Background: an optimization exercise with open tools, aiming at small area and a short achievable clock period. Do not read the settings as production practice. Function was checked by simulation only, so behaviour that the tests miss may differ from the original. Power figures rest on the tool's default switching activity, not on a simulated workload.

**flow/run.sh**
```bash
#!/bin/bash
# synth_recipe.tcl (not shown) runs the flow's synth.tcl, then flattens the netlist and writes it again
# the make line also repeats each setting of config.mk as NAME=value (left out here)
make -C /OpenROAD-flow-scripts/flow DESIGN_CONFIG=/design/flow/config.mk WORK_HOME=/design/flow/orfs CLKGATE_MAP_FILE= SYNTH_SCRIPT=/design/flow/synth_recipe.tcl finish
```
**flow/design.v**
```verilog
package rdq_pkg;
  localparam int unsigned DEPTH  = 256;
  localparam int unsigned AW     = 8;
  localparam int unsigned FW     = 9;
  localparam int unsigned KIND_W = 2;
  localparam int unsigned CHAR_W = 8;
  localparam int unsigned POS_W  = 10;
  localparam int unsigned STAT_W = 2;
  localparam int unsigned LEN_W  = 11;
  localparam int unsigned LO_W   = 4;
  localparam int unsigned HI_W   = AW - LO_W;
  localparam int unsigned NGRP   = 1 << HI_W;
  localparam int unsigned GSZ    = 1 << LO_W;
endpackage
module rdq_store (
  input  logic        clk,
  input  logic        pw_valid,
  input  logic [7:0]  pw_addr,
  input  logic [7:0]  pw_data,
  input  logic [7:0]  raddr,
  output logic [7:0]  rdata
);
  logic [7:0] mem [rdq_pkg::DEPTH];
  logic [15:0] w_hi, w_lo;
  always_comb begin
    for (int h = 0; h < 16; h++) begin
      w_hi[h] = pw_valid & (pw_addr[7:4] == 4'(h));
      w_lo[h] = (pw_addr[3:0] == 4'(h));
    end
  end
  for (genvar i = 0; i < rdq_pkg::DEPTH; i++) begin : g_row
    always_ff @(posedge clk) begin
      if (w_hi[i / 16] & w_lo[i % 16]) mem[i] <= pw_data;
    end
  end
  logic [rdq_pkg::NGRP-1:0][7:0] cand;
  logic [rdq_pkg::NGRP-1:0][7:0] cand_q;
  logic [rdq_pkg::HI_W-1:0]      hi_q;
  logic                          hit_q;
  logic [7:0]                    byp_q;
  always_comb begin
    for (int g = 0; g < rdq_pkg::NGRP; g++) begin
      cand[g] = mem[g * rdq_pkg::GSZ + int'(raddr[rdq_pkg::LO_W-1:0])];
    end
  end
  always_ff @(posedge clk) begin
    cand_q <= cand;
    hi_q   <= raddr[rdq_pkg::AW-1:rdq_pkg::LO_W];
    hit_q  <= pw_valid & (raddr == pw_addr);
    byp_q  <= pw_data;
  end
  assign rdata = hit_q ? byp_q : cand_q[hi_q];
endmodule
module rdq_ctrl (
  input  logic        clk,
  input  logic        rst,
  input  logic        start,
  input  logic [1:0]  kind,
  input  logic [7:0]  char_in,
  input  logic [9:0]  position,
  output logic        pw_valid,
  output logic [7:0]  pw_addr,
  output logic [7:0]  pw_data,
  output logic [7:0]  raddr,
  output logic        rd_ok,
  output logic [1:0]  status_now,
  output logic [8:0]  fill_now
);
  logic [7:0] head;    
  logic [7:0] back;    
  logic [8:0] fill;
  logic       rev;
  logic       full;
  logic [7:0] head_dec;
  logic       is_push, is_read, phys_back, push_ok;
  assign full      = fill[8];
  assign head_dec  = head - 8'd1;
  assign is_push   = kind[0] ^ kind[1];
  assign is_read   = kind[0] & kind[1];
  assign phys_back = kind[1] ^ rev;
  assign push_ok   = is_push & ~full;
  assign raddr = (rev ? back : head) + (position[7:0] ^ {8{rev}});
  assign rd_ok = is_read & ({1'b0, fill} > position);
  always_comb begin
    status_now = 2'd0;
    if (is_push & full) status_now = 2'd1;
    if (is_read & ~rd_ok) status_now = 2'd2;
  end
  assign fill_now = push_ok ? fill + 9'd1 : fill;
  always_ff @(posedge clk) begin
    if (rst) begin
      head <= '0;
      back <= '0;
      fill <= '0;
      rev  <= 1'b0;
    end else if (start) begin
      fill <= fill_now;
      if (kind == 2'd0) rev <= ~rev;
      if (push_ok) begin
        if (phys_back) back <= back + 8'd1;
        else           head <= head_dec;
      end
    end
  end
  always_ff @(posedge clk) begin
    pw_valid <= start & push_ok & ~rst;
    pw_addr  <= phys_back ? back : head_dec;
    pw_data  <= char_in;
  end
endmodule
module reversible_deque (
  input  logic                         clk,
  input  logic                         rst,
  input  logic                         start,
  output logic                         busy,
  input  logic [rdq_pkg::KIND_W-1:0]   kind,
  input  logic [rdq_pkg::CHAR_W-1:0]   char_in,
  input  logic [rdq_pkg::POS_W-1:0]    position,
  output logic                         done,
  output logic [rdq_pkg::CHAR_W-1:0]   data_out,
  output logic [rdq_pkg::STAT_W-1:0]   status,
  output logic [rdq_pkg::LEN_W-1:0]    length
);
  logic        pw_valid;
  logic [7:0]  pw_addr, pw_data;
  logic [7:0]  raddr;
  logic        rd_ok;
  logic [1:0]  status_now;
  logic [8:0]  fill_now;
  logic [7:0]  rdata;
  logic [1:0]  status_q;
  logic [8:0]  length_q;
  logic        read_ok;
  assign busy = 1'b0;
  rdq_ctrl u_ctrl (
    .clk        (clk),
    .rst        (rst),
    .start      (start),
    .kind       (kind),
    .char_in    (char_in),
    .position   (position),
    .pw_valid   (pw_valid),
    .pw_addr    (pw_addr),
    .pw_data    (pw_data),
    .raddr      (raddr),
    .rd_ok      (rd_ok),
    .status_now (status_now),
    .fill_now   (fill_now)
  );
  rdq_store u_store (
    .clk   (clk),
    .pw_valid (pw_valid),
    .pw_addr  (pw_addr),
    .pw_data  (pw_data),
    .raddr (raddr),
    .rdata (rdata)
  );
  always_ff @(posedge clk) begin
    if (rst) done <= 1'b0;
    else     done <= start;
  end
  always_ff @(posedge clk) begin
    status_q <= status_now;
    length_q <= fill_now;
    read_ok  <= start & rd_ok;
  end
  assign data_out = read_ok ? rdata : 8'd0;
  assign status   = status_q;
  assign length   = {2'b00, length_q};
endmodule
```
**flow/constraint.sdc**
```tcl
create_clock -name core_clock -period 6.0 [get_ports {clk}]
set_input_delay 1.2000 -clock core_clock [delete_from_list [all_inputs] [get_ports {clk}]]
set_output_delay 1.2000 -clock core_clock [all_outputs]
set_load 0.01 [all_outputs]
```
**flow/config.mk**
```make
export PLATFORM = sky130hd
export DESIGN_NAME = reversible_deque
export DESIGN_NICKNAME = reversible_deque
export VERILOG_FILES = /design/flow/design.v
export SDC_FILE = /design/flow/constraint.sdc
export NUM_CORES = 4
export LEC_CHECK = 0
export CAP_MARGIN = 20
export CORE_MARGIN = 2
export CORE_UTILIZATION = 40
export SETUP_SLACK_MARGIN = 2.0
export SLEW_MARGIN = 20
```
==> impl_metrics.ini, run 1 <==
[drt]
drt_iter0_drc = 9154
met2_length_mm = 135
viasPerCell = 6.35
dr_wl_met3_mm = 38.3
firstDrtPassIters = 7
wl_per_cell_um = 34.2
drc_errors = 0
top_layer = met5
num_vias = 56706
ant_nets = 0
met1_length_mm = 114
wirelength_mm = 305

[global_route]
grt_pass1_vias = 53165
antenna_found_initial = 19
grt_pass1_wl_mm = 421
grt_overflow_total = 0
grt_usage_pct = 26.7
grt_start_max_net_pins = 171

[floorplanning]
initial_core_util_pct = 40.2
pin_count = 46
fp.dieH_um = 471
die_w_um = 471
dieArea_um2 = 221000
num_rows = 171
coreArea_um2 = 217000

[timing]
finClkSkew_ns = 0.0570
setup_viol = 0
fin_crit_ns = 4.37
final-max-slew-violation-count = 0
fmax_mhz = 229
hold_viol = 0
period_share_pct = 72.8
setup_tns_ns = 0
rsz0062_at_grt = true
worst_pin_slew_ns = 1.25
maxSlewHeadroom_pct = 16.9

[setup_path]
endpoint_kind = primary output
path_cells = buf_12, buf_12, mux4_2, mux4_2, a22o_4, buf_6
slowest_stage = mux4_2
timing.rr.end = u_store.mem[221][1]
cpPeakStageDelay_ns = 0.65
critPathBufInv = 3
crit_required_ns = 4.80
critPathKind = reg -> out
arrival_ns = 3.17
startpoint_type = flop
path_max_fanout = 6
rr_worst_depth = 4
reg2reg_slack_ns = 1.86
reg2reg_from = u_ctrl.pw_addr[4]
path_delay_family = multiplexers

[power]
leakagePower_nw = 32.9
powerDensity_nw_per_um2 = 410
ir_drop_mv = 0.368

[flow_run]
drv_cap = 0

[yosys]
yosysUniqueCellTypes = 79
synth_ff_type = edfxtp_1
ys_seq_elements = 2245
synth_edf_count = 2048
avgSynthCellArea_um2 = 15.2
synthArstFlopShare_pct = 0
synth_warnings = 4
yosysSeqAreaShare_pct = 75.1
netlist_instances = 5719
syn_area_um2 = 87100

[final_layout]
n_fill_cell = 18534
area_growth_pct = 15.8
drive_gt1_share_pct = 15.1
multi_input_area_um2 = 20200
stdcell_count = 8928
seq_area_um2 = 65500
fin_nets = 5917

[clock_network]
cts_tree = yes
cts_hold_buffers = 0
clkTransAtPathRegs_ns = 0.07
htree_levels = 4
cts_root_buf = clkbuf_16
cts_buffers = 214
cts_max_path_buffers = 3
clock-sinks = 2245
clkLatencyLatePin_ns = 0.89

[placement]
numPortBuffers = 42
dp.cells = 8452
place.gp.congestion = 0.921
dp_hpwl_mm = 183

[min_path]
holdCritPathClass = reg -> reg
min_path_cells = 1
hold_end = u_store.cand_q[83]
hp-start = u_store.mem[175][3]

[outcome]
outcome = complete, no violations
==> layer usage <==
metal / GRT usage [%] / vias up
li1: - / 22780
met1: 36.2 / 28778
met2: 39.8 / 4315
met3: 6.50 / 823
met4: 14.4 / 10
met5: 0 / -
==> Yosys cell counts, types with 21 or more instances <==
| master | n | area share (%) |
|---|---|---|
| buf_2 | 196 | 1.1 |
| a2111oi_0 | 24 | 0.24 |
| o21ai_0 | 196 | 1.1 |
| o221ai_1 | 31 | 0.31 |
| nand2_1 | 457 | 2.0 |
| a21oi_1 | 237 | 1.4 |
| nand4_1 | 22 | 0.16 |
| nor3_1 | 36 | 0.21 |
| a222oi_1 | 43 | 0.49 |
| ha_1 | 21 | 0.30 |
| a22o_1 | 41 | 0.41 |
| mux2_2 | 54 | 0.70 |
| xor2_1 | 31 | 0.31 |
| dfxtp_1 | 197 | 4.5 |
| o22ai_1 | 67 | 0.48 |
| xnor2_1 | 24 | 0.24 |
| and3_1 | 116 | 0.83 |
| nor2_1 | 425 | 1.8 |
| edfxtp_1 | 2048 | 71 |
| a221oi_1 | 62 | 0.62 |
| clkbuf_1 | 197 | 0.85 |
| o211ai_1 | 59 | 0.51 |
| a22oi_1 | 168 | 1.4 |
| mux4_2 | 68 | 1.8 |
| a311oi_1 | 30 | 0.30 |
| a211oi_1 | 22 | 0.19 |
| mux2i_1 | 204 | 2.3 |
| a31oi_1 | 106 | 0.76 |
| nand3_1 | 269 | 1.5 |
==> cells by family (layout without fill, tap and decap cells) <==
family / Yosys count / after routing / share of synthesized area, %
mux: 326 / 326 / 4.80
other cells: 1 / 14 / 0.00431
fa+ha+maj: 22 / 22 / 0.325
compound gates: 1223 / 1223 / 9.71
xor+xnor: 56 / 56 / 0.585
simple gates: 1398 / 1398 / 7.15
flops: 2245 / 2245 / 75.1
buf+inv: 448 / 790 / 2.29
==> where the power goes <==
part	internal, mW	switching [mW]	leakage (nW)
clock	8.06	6.09	3.61
combinational	2.93	5.88	9.21
sequential	17.6	0.778	20.1
==> worst reg2reg max path: stages (launching register included) <==
cell and delay (ns):
dfxtp_1 0.70, inv_1 0.17, nor2_1 0.80, nand2_1 0.83, nor2_1 1.21
==> how the worst max path moves through the flow <==
stage | end | startpoint | slack (ns) | depth (start not counted)
detailed placement | u_store.cand_q[67] | position[0] | 0.59 | 13
CTS | data_out[7] | u_store.hi_q[0] | 1.67 | 6
floorplan | u_store.cand_q[104] | position[0] | 2.12 | 11
global route | data_out[2] | u_store.hi_q[0] | 1.65 | 6
finish | data_out[2] | u_store.hi_q[0] | 1.63 | 6
global placement | u_store.cand_q[67] | position[0] | 0.58 | 13
==> registers in the layout (all words and copies together) (netlist names) <==
| name | flops |
|---|---|
| done | 1 |
| length_q | 9 |
| read_ok | 1 |
| status_q | 2 |
| u_ctrl.back | 8 |
| u_ctrl.fill | 9 |
| u_ctrl.head | 8 |
| u_ctrl.pw_addr | 8 |
| u_ctrl.pw_data | 8 |
| u_ctrl.pw_valid | 1 |
| u_ctrl.rev | 1 |
| u_store.byp_q | 8 |
| u_store.cand_q | 128 |
| u_store.hi_q | 4 |
| u_store.hit_q | 1 |
| u_store.mem | 2048 |
==> cell type report <==
class | instances | share of cell area (%)
Clock inverter | 118 | 1.34
Tap cell | 2854 | 3.54
Timing Repair Buffer | 364 | 4.04
Antenna cell | 11 | 0.0273
Multi-Input combinational cell | 3028 | 20.0
Inverter | 19 | 0.0943
Sequential cell | 2245 | 65.0
Clock buffer | 289 | 5.97
==> layout by cell type, fill, tap and decap left out, types with 42 or more instances in the layout <==
cell and n:
mux2_2 54, a31oi_1 106, mux2i_1 204, nand2_1 452, and3_1 116, clkbuf_16 220
mux4_2 68, o21ai_0 193, o211ai_1 59, clkinv_2 42, a222oi_1 43, o22ai_1 67
a22oi_1 168, buf_12 64, nand3_1 263, a21oi_1 233, dfxtp_1 187, nor2_1 394
buf_4 221, a221oi_1 58, edfxtp_1 2048
==> repair_timing <==
| action | in CTS | in global routing |
|---|---|---|
| resized for setup | 107 | 23 |
| setup buffers | 41 | 7 |
| setup endpoints to repair | 127 | 75 |
| pin swaps | 11 | 7 |
| cloned | 4 | 3 |
==> metrics by stage <==
| step | power (mW) | instance area (um^2) | hold slack (ns) | util (%) | setup slack, ns |
|---|---|---|---|---|---|
| after floorplan | 22.3 | 87100 | 0.439 | - | 2.12 |
| after global placement | 26.5 | 92100 | 0.464 | 42.5 | 0.577 |
| after detailed placement | 26.6 | 92200 | 0.461 | 42.6 | 0.591 |
| after CTS | 40.8 | 100000 | 0.478 | 46.4 | 1.67 |
| after global routing | 42.0 | 101000 | 0.489 | 46.5 | 1.65 |
| final | 41.3 | 101000 | 0.479 | 46.5 | 1.63 |
==> run 2, diff against run 1 <==
--- a/flow/design.v
+++ b/flow/design.v
@@ -19,4 +19,5 @@
   input  logic [7:0]  pw_data,
   input  logic [7:0]  raddr,
+  input  logic        rd_en,     
   output logic [7:0]  rdata
 );
@@ -34,21 +35,37 @@
     end
   end
+  logic [rdq_pkg::GSZ-1:0]       lo_oh;
   logic [rdq_pkg::NGRP-1:0][7:0] cand;
   logic [rdq_pkg::NGRP-1:0][7:0] cand_q;
-  logic [rdq_pkg::HI_W-1:0]      hi_q;
-  logic                          hit_q;
+  logic [rdq_pkg::NGRP-1:0]      sel_q;    
+  logic                          byp_sel_q;
   logic [7:0]                    byp_q;
+  logic                          hit;
   always_comb begin
+    for (int j = 0; j < rdq_pkg::GSZ; j++) begin
+      lo_oh[j] = (raddr[rdq_pkg::LO_W-1:0] == rdq_pkg::LO_W'(j));
+    end
     for (int g = 0; g < rdq_pkg::NGRP; g++) begin
-      cand[g] = mem[g * rdq_pkg::GSZ + int'(raddr[rdq_pkg::LO_W-1:0])];
+      cand[g] = '0;
+      for (int j = 0; j < rdq_pkg::GSZ; j++) begin
+        cand[g] = cand[g] | (mem[g * rdq_pkg::GSZ + j] & {8{lo_oh[j]}});
+      end
     end
   end
+  assign hit = pw_valid & (raddr == pw_addr);
   always_ff @(posedge clk) begin
-    cand_q <= cand;
-    hi_q   <= raddr[rdq_pkg::AW-1:rdq_pkg::LO_W];
-    hit_q  <= pw_valid & (raddr == pw_addr);
-    byp_q  <= pw_data;
+    cand_q    <= cand;
+    byp_q     <= pw_data;
+    byp_sel_q <= rd_en & hit;
+    for (int g = 0; g < rdq_pkg::NGRP; g++) begin
+      sel_q[g] <= rd_en & ~hit & (raddr[rdq_pkg::AW-1:rdq_pkg::LO_W] == rdq_pkg::HI_W'(g));
+    end
   end
-  assign rdata = hit_q ? byp_q : cand_q[hi_q];
+  always_comb begin
+    rdata = byp_q & {8{byp_sel_q}};
+    for (int g = 0; g < rdq_pkg::NGRP; g++) begin
+      rdata = rdata | (cand_q[g] & {8{sel_q[g]}});
+    end
+  end
 endmodule
 module rdq_ctrl (
@@ -131,5 +148,4 @@
   logic [1:0]  status_q;
   logic [8:0]  length_q;
-  logic        read_ok;
   assign busy = 1'b0;
   rdq_ctrl u_ctrl (
@@ -154,4 +170,5 @@
     .pw_data  (pw_data),
     .raddr (raddr),
+    .rd_en (start & rd_ok),
     .rdata (rdata)
   );
@@ -163,7 +180,6 @@
     status_q <= status_now;
     length_q <= fill_now;
-    read_ok  <= start & rd_ok;
   end
-  assign data_out = read_ok ? rdata : 8'd0;
+  assign data_out = rdata;
   assign status   = status_q;
   assign length   = {2'b00, length_q};
--- a/flow/config.mk
+++ b/flow/config.mk
@@ -8,5 +8,7 @@
 export CAP_MARGIN = 20
 export CORE_MARGIN = 2
-export CORE_UTILIZATION = 40
-export SETUP_SLACK_MARGIN = 2.0
+export CORE_UTILIZATION = 60
+export CTS_BUF_LIST = sky130_fd_sc_hd__clkbuf_4 sky130_fd_sc_hd__clkbuf_8
+export CTS_CLUSTER_SIZE = 30
+export SETUP_SLACK_MARGIN = 3.4
 export SLEW_MARGIN = 20
==> impl_metrics.ini, run 2 <==
[outcome]
outcome = complete, no violations

[timing]
fmax_mhz = 223
worst_pin_slew_ns = 1.44
hold_ws_ns = 0.467
worst_slack_ns = 1.51
setup_tns_ns = 0
setup_viol = 0
rsz0062_at_grt = true
finClkSkew_ns = 0.0541
final-max-slew-violation-count = 0
fin_crit_ns = 4.49
period_share_pct = 74.9
maxSlewHeadroom_pct = 3.87
hold_viol = 0

[final_layout]
stdcell_count = 8445
drive_gt1_share_pct = 32.8
final_cell_mix = 2048 x edfxtp_1, 449 x nand2_1, 418 x clkbuf_8, 278 x buf_4, 230 x nor2_4
largest_reg_flops = 2048
regMostFlops = u_store.mem
layout_commonest_cell = edfxtp_1
final_area_um2 = 109000
area_growth_pct = 25.6
reg_top3 = u_store.mem: 2048 flops, u_store.cand_q: 128 flops, u_store.sel_q: 16 flops
fin_nets = 6289

[setup_path]
rr_worst_depth = 15
path_cells = buf_6, a222oi_1, nand2_2, buf_6
critPathBufInv = 2
reg2reg_from = u_ctrl.rev
path_max_fanout = 5
reg2reg_slack_ns = 2.27
path_delay_family = compound AO/OA/AOI/OAI gates
timing.rr.end = u_store.cand_q[33]
critPathKind = reg -> out
endpoint_kind = primary output
crit_required_ns = 4.80
slowest_stage = a222oi_1
startpoint_type = flop
cp_common_cell = buf_6
arrival_ns = 3.29
cpPeakStageDelay_ns = 1.07

[min_path]
hp-start = u_store.mem[0][3]
holdCritPathClass = reg -> reg
hold_end = u_store.cand_q[3]
min_path_cells = 2

[yosys]
muxShareOfSynthArea_pct = 4.78
ys_top_cells_by_count = 2048 x edfxtp_1, 486 x nand2_1, 408 x nor2_1
yosysSeqAreaShare_pct = 75.7
synth_compound_area_share_pct = 9.75
ys_seq_elements = 2256
synth-xor-area-share_pct = 0.602
synth_ff_type = edfxtp_1
synthMostInstantiatedCell = edfxtp_1
netlist_instances = 5611
yosys.area_share.simple_pct = 6.67
synth_warnings = 4
synth_edf_count = 2048
synth_top_area_share_pct = 70.9
avgSynthCellArea_um2 = 15.5
synthAdderAreaFrac_pct = 0.326
synthArstFlopShare_pct = 0
syn_area_um2 = 86700
yosys-top-cells-area = edfxtp_1 71%, dfxtp_1 4.8%, nand2_1 2.1%, mux2i_1 2.1%, mux4_2 2.0%
synth_area_leader_cell = edfxtp_1
synth_top_family_by_area = compound AO/OA/AOI/OAI gates
yosysUniqueCellTypes = 79

[global_route]
grt_usage_pct = 43.5
grt_start_max_net_pins = 202
grt_pass1_wl_mm = 441
antenna_found_initial = 13
grt_overflow_total = 0
grt_pass1_vias = 55949

[floorplanning]
num_rows = 139
pin_count = 46
initial_core_util_pct = 60.4
dieArea_um2 = 148000
fp.dieH_um = 384
die_w_um = 384
coreArea_um2 = 143000

[clock_network]
cts_buffers = 370
htree_levels = 5
clkLatencyLatePin_ns = 1.07
clock-sinks = 2256
clkTransAtPathRegs_ns = 0.06
cts_max_path_buffers = 4
cts_tree = yes
cts_hold_buffers = 0
cts_root_buf = clkbuf_8

[flow_run]
drv_cap = 0

[drt]
wirelength_mm = 327
dr_wl_met3_mm = 50.4
met2_length_mm = 140
ant_nets = 0
viasPerCell = 7.15
firstDrtPassIters = 8
top_layer = met5
wl_per_cell_um = 38.7
met1_length_mm = 115
num_vias = 60349
drt_iter0_drc = 10536
drc_errors = 0

[power]
leakagePower_nw = 36.5
ir_drop_mv = 0.337
powerDensity_nw_per_um2 = 395

[placement]
dp.cells = 7360
dp_slack_ns = 0.473
numPortBuffers = 42
place.gp.congestion = 0.927
placed_area_um2 = 90600
dp_hpwl_mm = 171
run 2: cell count changes after synthesis, moves of 17 or more:
cell / before / now
a31oi_1: 106 / 83
nand3_1: 269 / 184
o211ai_1: 59 / 39
clkbuf_1: 197 / 216
o22ai_1: 67 / 29
buf_1: 19 / 45
nor2_1: 425 / 408
nand2_1: 457 / 486
buf_2: 196 / 144
a221o_1: 14 / 42
a32oi_1: 11 / 31
mux2i_1: 204 / 178
a221oi_1: 62 / 85
run 2: logic make-up after synthesis:
kind of cell,after synthesis
xor gates and xnor gates,58
adders and majority gates,22
muxes,310
DFF,2256
AOI/OAI and AO/OA,1208
buffers and inverters,437
and+or+nand+nor,1319
other,1
run 2: final cells by class:
cell class              instances  area, um^2
flip-flops and latches       2256       65700
fillers                      8603       34600
multi-input cells            2921       24100
repair buffers                671        9180
clock buffers                 569        6890
well taps                    1903        2380
clock inverters                87         473
inverters                      23         128
diodes                         14        35.0
repair inverters                1        8.76
run 2: stage by stage:
step / power (mW) / util, %
floorplan: 22.4 / -
global placement: 25.6 / 63.1
detailed placement: 25.7 / 63.2
CTS: 41.6 / 74.0
global route: 43.5 / 75.9
finish: 43.0 / 75.9
run 2: worst max-delay path by stage:
stage	start	end	slack, ns	cells past startpoint
after floorplan	position[0]	u_store.sel_q[3]	2.25	10
after global placement	position[0]	u_store.cand_q[123]	0.48	12
after detailed placement	position[0]	u_store.cand_q[123]	0.47	12
after CTS	u_store.sel_q[7]	data_out[2]	1.84	3
after global routing	u_store.sel_q[7]	data_out[5]	1.64	4
final	u_store.sel_q[7]	data_out[5]	1.51	4
run 2: metal layers:
layer | global-route usage [%] | up-vias
li1 | - | 23494
met5 | 0.0975 | -
met1 | 60.2 | 30047
met3 | 13.9 | 1120
met4 | 24.8 | 8
met2 | 61.3 | 5680
run 2: worst register-to-register path: cells and delay by family (launching register included):
family                   cells  cell delay [ns]
adder cells (fa/ha/maj)      1             0.81
buffers and inverters        9             1.16
AO/OA/AOI/OAI                4             1.13
flip-flops                   1             0.37
XOR/XNOR                     1             0.18
run 2: timing repair:
action | 4_1_cts | 5_1_grt
setup buffers | 275 | 74
pin swaps | 213 | 179
setup endpoints to repair | 2208 | 1147
resized for setup | 1130 | 357
cloned | 58 | 8
endpoints found under the hold margin | 0 | 0
run 2: power by group:
group / leakage [nW] / switching [mW] / total [mW] / internal [mW]
combinational: 12.4 / 6.67 / 11.0 / 4.36
clock: 3.95 / 6.11 / 13.5 / 7.40
sequential: 20.1 / 0.803 / 18.4 / 17.6

[static timing again, ports no longer ideal]
No port has a modelled driver above. Below, the same layouts with a new extraction and two added sets of constraints.
Step 1 assumes that a clkbuf_16 drives the clock port and a buf_2 every other input.
Step 2 moves the port delays by t, midway between the first and last clock arrival at a register: inputs arrive t later, outputs are due t later. That takes back most of the time a late clock gives input paths.
Slacks: ideal / step 1 / step 2; pairs: ideal / step 1.
| run | shift t [ns] | setup slack, ns | hold WS [ns] | clock arrival spread, ns | cell pins on the clock port's net |
|---|---|---|---|---|---|
| run 1 | 0.957 | 1.633 / 1.539 / 1.125 | 0.479 / 0.479 / 0.479 | 0.065 / 0.065 | 1 |
| run 2 | 1.124 | 1.508 / 1.429 / 1.276 | 0.467 / 0.467 / 0.467 | 0.060 / 0.060 | 1 |
After both steps setup and hold are still met in every run listed. For run 1, which loses most, drivers alone change the setup slack by -0.094 ns; drivers and shift together by -0.508 ns.
